Source: an optimization exercise on an open RTL-to-GDS flow (aim: small area and few clock cycles). Production flows keep margins and buffers that such runs may drop. RTL that was checked went through simulation tests only; none was proved equivalent to the original. Power figures rest on the tool's default switching activity, not on a simulated workload.

## bracket_quote_value_checker_core
module bracket_quote_value_checker_core (
   input  logic        clock,
   input  logic        reset,
   input  logic        req_valid,
   output logic        req_ready,
   input  logic [7:0]  req_text_byte,
   input  logic        req_end_of_text,
   output logic        rsp_valid,
   input  logic        rsp_ready,
   output logic        rsp_has_byte,
   output logic [7:0]  rsp_value_byte,
   output logic        rsp_terminated,
   output logic [3:0]  rsp_error_code,
   output logic [15:0] rsp_error_pos,
   output logic [15:0] rsp_error_len,
   output logic        rsp_last_result,
   input  logic        csr_valid,
   output logic        csr_ready,
   input  logic        csr_at_mode
);
   logic        bv_ff, sv_ff;
   logic [7:0]  bb_ff, sb_ff;
   logic        be_ff, se_ff;
   logic        pair, y_nr;
   logic [6:0]  la2;
   logic        at_mode_ff;
   logic [15:0] off_ff, off_in;
   logic [15:0] qstart_ff;
   logic [4:0]  top_ff, top_in;
   logic [1:0]  quote_ff, quote_in;
   logic [6:0]  la_ff, la_in;
   logic        qopen;
   logic [17:0] stk_ff [16];
   logic [17:0] top_ent;
   logic [1:0]  top_kind;
   logic [15:0] top_pos;
   logic        push, pop;
   logic        sh_push, sh_pop, sh_hold;
   logic [17:0] stk_in [16];
   logic [7:0]  b;
   logic        is_blank, is_open, is_close, kind_match;
   logic [1:0]  b_kind;
   logic        depth_zero, depth_full;
   logic [15:0] off_inc;
   logic        res, last;
   logic        o_has, o_term;
   logic [7:0]  o_byte;
   logic [3:0]  o_code;
   logic        sel_off, sel_q, sel_t, sel_d;
   logic [15:0] sub_x, diff;
   logic        consume, step;
   assign b          = bb_ff;
   assign depth_zero = top_ff[4];
   assign depth_full = (top_ff == 5'd15);
   assign off_inc    = off_ff + {14'd0, pair, !pair};
   assign is_blank   = (b == bqvc_pkg::CH_SPACE) || (b == bqvc_pkg::CH_TAB) || (b == bqvc_pkg::CH_LF) ||
                       (b == bqvc_pkg::CH_VT) || (b == bqvc_pkg::CH_FF) || (b == bqvc_pkg::CH_CR);
   assign is_open    = (b == bqvc_pkg::CH_LPAREN) || (b == bqvc_pkg::CH_LBRACK) || (b == bqvc_pkg::CH_LBRACE);
   assign is_close   = (b == bqvc_pkg::CH_RPAREN) || (b == bqvc_pkg::CH_RBRACK) || (b == bqvc_pkg::CH_RBRACE);
  ...
For scale: roughly 1900 cells after synthesis, about 360 flip-flops, ~65 I/O pins, ~16000 um^2 of cells after synthesis.
==> flow/config.mk <==
export PLATFORM = sky130hd
export DESIGN_NAME = bracket_quote_value_checker_core
export DESIGN_NICKNAME = bracket_quote_value_checker_core
export VERILOG_FILES = /design/flow/design.v
export SDC_FILE = /design/flow/constraint.sdc
export NUM_CORES = 4
export LEC_CHECK = 0
export CAP_MARGIN = 20
export CORE_MARGIN = 2
export CORE_UTILIZATION = 65
export CTS_CLUSTER_DIAMETER = 100
export CTS_CLUSTER_SIZE = 30
export PLACE_DENSITY = 0.85
export SLEW_MARGIN = 20
==> flow/constraint.sdc <==
create_clock -name core_clock -period 6.0 [get_ports {clock}]
set_input_delay 1.2000 -clock core_clock [delete_from_list [all_inputs] [get_ports {clock}]]
set_output_delay 1.2000 -clock core_clock [all_outputs]
set_load 0.01 [all_outputs]
standard.sh (not shown) runs the stock make flow with config.mk's settings and CLKGATE_MAP_FILE= SYNTH_SCRIPT=/design/flow/synth_recipe.tcl, a recipe that flattens the netlist after the stock synthesis.
==> flow/flow/run.sh <==
#!/bin/bash
# The standard layout, with two changes: the port buffers are the smallest plain buffer
# (buffer_ports otherwise picks a delay cell), and clock tree synthesis adds no dummy loads.
# The make output goes to standard.log; each ORFS step keeps its own log under orfs/logs/.
set -euo pipefail
bash standard.sh \
  BUFFER_PORTS_ARGS="-buffer_cell sky130_fd_sc_hd__buf_1" \
  CTS_ARGS="-sink_clustering_enable -repair_clock_nets -sink_clustering_size 30 -sink_clustering_max_diameter 100 -dont_use_dummy_load" \
  finish > standard.log 2>&1
Rerun with:
==> flow/flow/run.sh (replaced) <==
#!/bin/bash
# The standard layout, with three changes:
#  - synthesis maps the logic with an area-oriented ABC script (flow/abc_map.script) in
#    place of ORFS's abc_speed.script; everything else in synthesis, and every register,
#    is as in the standard synthesis (the scripts folder is an unchanged copy otherwise);
#  - the port buffers are the smallest plain buffer (buffer_ports otherwise picks a delay cell);
#  - clock tree synthesis adds no dummy loads.
# The make output goes to standard.log; each ORFS step keeps its own log under orfs/logs/.
set -euo pipefail
rm -rf scripts_abc
cp -r "$FLOW_HOME/scripts" scripts_abc
cp flow/abc_map.script scripts_abc/abc_speed.script
bash standard.sh \
  SCRIPTS_DIR="$PWD/scripts_abc" \
  BUFFER_PORTS_ARGS="-buffer_cell sky130_fd_sc_hd__buf_1" \
  CTS_ARGS="-sink_clustering_enable -repair_clock_nets -sink_clustering_size 30 -sink_clustering_max_diameter 100 -dont_use_dummy_load" \
  finish > standard.log 2>&1
==> flow/flow/abc_map.script (new file) <==
&get -n
&st
&dch
&nf -a
&st
&syn2
&synch2
&nf -a
&st
&dch
&nf -a
&put
topo
stime -c
=> Total power went down by 0.41%. Clock-buffer cell count decreases by 1. Via count is lower by 6.7%. Worst setup slack got worse by 280 ps. Utilization went up by 4.4 points.
No functional check of the RTL was part of any run of this note.

========
== run A ==
bracket_quote_value_checker_core, a different RTL version from the one above (not shown whole).
Size in the first run: roughly 1100 cells after synthesis, ~65 I/O pins, about 15000 um2 of cells after synthesis.
==> flow/config.mk <==
export PLATFORM = sky130hd
export DESIGN_NAME = bracket_quote_value_checker_core
export DESIGN_NICKNAME = bracket_quote_value_checker_core
export VERILOG_FILES = /design/flow/design.v
export SDC_FILE = /design/flow/constraint.sdc
export NUM_CORES = 4
export LEC_CHECK = 0
export CAP_MARGIN = 20
export CORE_MARGIN = 2
export CORE_UTILIZATION = 40
export CTS_CLUSTER_DIAMETER = 100
export CTS_CLUSTER_SIZE = 30
export PLACE_DENSITY = 0.6
export SLEW_MARGIN = 20
==> flow/constraint.sdc <==
create_clock -name core_clock -period 6.0 [get_ports {clock}]
set_input_delay 1.2000 -clock core_clock [delete_from_list [all_inputs] [get_ports {clock}]]
set_output_delay 1.2000 -clock core_clock [all_outputs]
set_load 0.01 [all_outputs]
==> flow/flow/run.sh <==
#!/bin/bash
# The standard layout, with two changes: the port buffers are the smallest plain buffer
# (buffer_ports otherwise picks a delay cell), and clock tree synthesis adds no dummy loads.
# The make output goes to standard.log; each ORFS step keeps its own log under orfs/logs/.
set -euo pipefail
bash standard.sh \
  BUFFER_PORTS_ARGS="-buffer_cell sky130_fd_sc_hd__buf_1" \
  CTS_ARGS="-sink_clustering_enable -repair_clock_nets -sink_clustering_size 30 -sink_clustering_max_diameter 100 -dont_use_dummy_load" \
  finish > standard.log 2>&1
Both conditions hold for run A: the flow ran to the end and the final layout passed the timing, DRC and antenna checks.
Testbench counts of run A, summed over its fixed seeds: cycles 43,956.
For run B, these inputs were changed with respect to run A:
- GPL_TIMING_DRIVEN newly set to 0
--- outcome ---
Looking at the reports, run B completed the entire flow and the layout it produced met the timing, DRC and antenna checks.
Run B vs. run A: critical path depth went up, register-to-register slack decreased by 0.26 ns relative to the old numbers, count of cells resized by post-cts repair went up by 88, leakage power moved up, worst-margin pin slew increased by 0.050 ns relative to the old numbers.
Inputs modified between run B and run C:
- GPL_TIMING_DRIVEN no longer set, was 0
==> flow/run.sh (new file) <==
#!/bin/bash
# synth_recipe.tcl (not shown) runs the flow's synth.tcl, then flattens the netlist and writes it again
# the make line also repeats each setting of config.mk as NAME=value (left out here)
make -C /OpenROAD-flow-scripts/flow DESIGN_CONFIG=/design/flow/config.mk WORK_HOME=/design/flow/orfs CLKGATE_MAP_FILE= SYNTH_SCRIPT=/design/flow/synth_recipe.tcl finish
removed: flow/flow/run.sh
removed: flow/standard.sh
Area added between synthesis and finish came out higher on run C than on run B. Compared with run B, run C shows detail-routed via count per cell that has gone down slightly. Run C ends up with a number of buffers outside the clock class in the layout that is 6.6% lower than in run B. Compared with run B, run C is the more power-hungry design. Reported for run B and run C, worst hold path depth turned out identical to the last digit. Compared run B against run C; cell count within noise.
For run D, these inputs were changed with respect to run C:
- swapping 0.6 for 0.75 in PLACE_DENSITY
- swapping 40 for 55 in CORE_UTILIZATION
==> flow/flow/run.sh (new file) <==
#!/bin/bash
# The standard layout, with two changes: the port buffers are the smallest plain buffer
# (buffer_ports otherwise picks a delay cell), and clock tree synthesis adds no dummy loads.
# The make output goes to standard.log; each ORFS step keeps its own log under orfs/logs/.
set -euo pipefail
bash standard.sh \
  BUFFER_PORTS_ARGS="-buffer_cell sky130_fd_sc_hd__buf_1" \
  CTS_ARGS="-sink_clustering_enable -repair_clock_nets -sink_clustering_size 30 -sink_clustering_max_diameter 100 -dont_use_dummy_load" \
  finish > standard.log 2>&1
==> flow/standard.sh (new file) <==
#!/bin/bash
# synth_recipe.tcl (not shown) runs the flow's synth.tcl, then flattens the netlist and writes it again
# the make line also repeats each setting of config.mk as NAME=value (left out here)
make -C /OpenROAD-flow-scripts/flow DESIGN_CONFIG=/design/flow/config.mk WORK_HOME=/design/flow/orfs CLKGATE_MAP_FILE= SYNTH_SCRIPT=/design/flow/synth_recipe.tcl "${@:-finish}"
removed: flow/run.sh
## What came out
In run D the stage delay of the slowest cell on the critical path turned out 0.05 ns higher than in run C. Vias: run D fewer than run C. Looking at count of clock-net buffers in the final layout, run D sits 9 below run C. In run D, the count of buffer and inverter cells on the critical path came out 2 below the value in run C. Run D vs run C: internal portion of total power down in run D. Changes observed in run D relative to run C: maximum clock rate climbed about 1.1%, share of the clock period used by the worst path lost 1.1 points, wire length shows a reduction of 9.3%. Non-clock buffer count (lower): run D.
diff inputs: run D => run E
- swapping 55 for 40 in CORE_UTILIZATION
- swapping 0.75 for 0.6 in PLACE_DENSITY
- clearing CTS_CLUSTER_SIZE, which used to be 30
- clearing CTS_CLUSTER_DIAMETER, which used to be 100
==> flow/run.sh (new file) <==
#!/bin/bash
# synth_recipe.tcl (not shown) runs the flow's synth.tcl, then flattens the netlist and writes it again
# the make line also repeats each setting of config.mk as NAME=value (left out here)
make -C /OpenROAD-flow-scripts/flow DESIGN_CONFIG=/design/flow/config.mk WORK_HOME=/design/flow/orfs CLKGATE_MAP_FILE= SYNTH_SCRIPT=/design/flow/synth_recipe.tcl finish
removed: flow/flow/run.sh
removed: flow/standard.sh
Findings:
When the final numbers for run E and run D were put side by side, the fraction of power consumed by the clock network turned out to be greater in run E. Logic gate share of total power delta (run E -> run D): insignificant. First-iteration DRC count: run E < run D. Measured against each other, run E and run D differ in insertion delay of the later-clocked pin in the worst-skew pair, the higher figure coming from run E. The final reports for run E and run D show post-CTS resize count higher in the former.

-- re-timing with driven ports --
How much do the figures lean on ideal ports? The routed layouts below were timed once more, with nothing changed but the port constraints.
Step 1 sets driving cells, clkbuf_16 on the clock port and buf_2 on the other inputs (assumed; they add their load-dependent delay and slew).
Step 2 adds t to the input delays and takes it off the output delays; t is the mean of the earliest and latest rising clock arrival at the registers after step 1. Input paths then give back, and output paths get back, about the clock's delay inside the block.
a / b / c = no drivers / after step 1 / after step 2; a / b = the first two.
run | t, ns | slack for setup (ns) | worst setup path after step 2 | clock arrival spread, ns | worst slew at a driven data input, ns
the first run of note 1 | 0.527 | 0.439 / 0.387 / 0.914 | register to output | 0.062 / 0.062 | 0.03
the second run of note 1 | 0.549 | 0.162 / 0.113 / 0.662 | register to output | 0.042 / 0.042 | 0.04
run A | 0.546 | 0.239 / 0.189 / 0.736 | register to output | 0.053 / 0.053 | 0.04
run B | 0.545 | 0.128 / 0.078 / 0.624 | register to output | 0.065 / 0.065 | 0.03
run C | 0.559 | 0.164 / 0.114 / 0.673 | register to output | 0.034 / 0.034 | 0.04
run D | 0.539 | 0.229 / 0.182 / 0.721 | register to output | 0.049 / 0.050 | 0.03
run E | 0.585 | 0.202 / 0.148 / 0.732 | register to output | 0.014 / 0.013 | 0.04
After both steps every run listed still meets setup and hold.
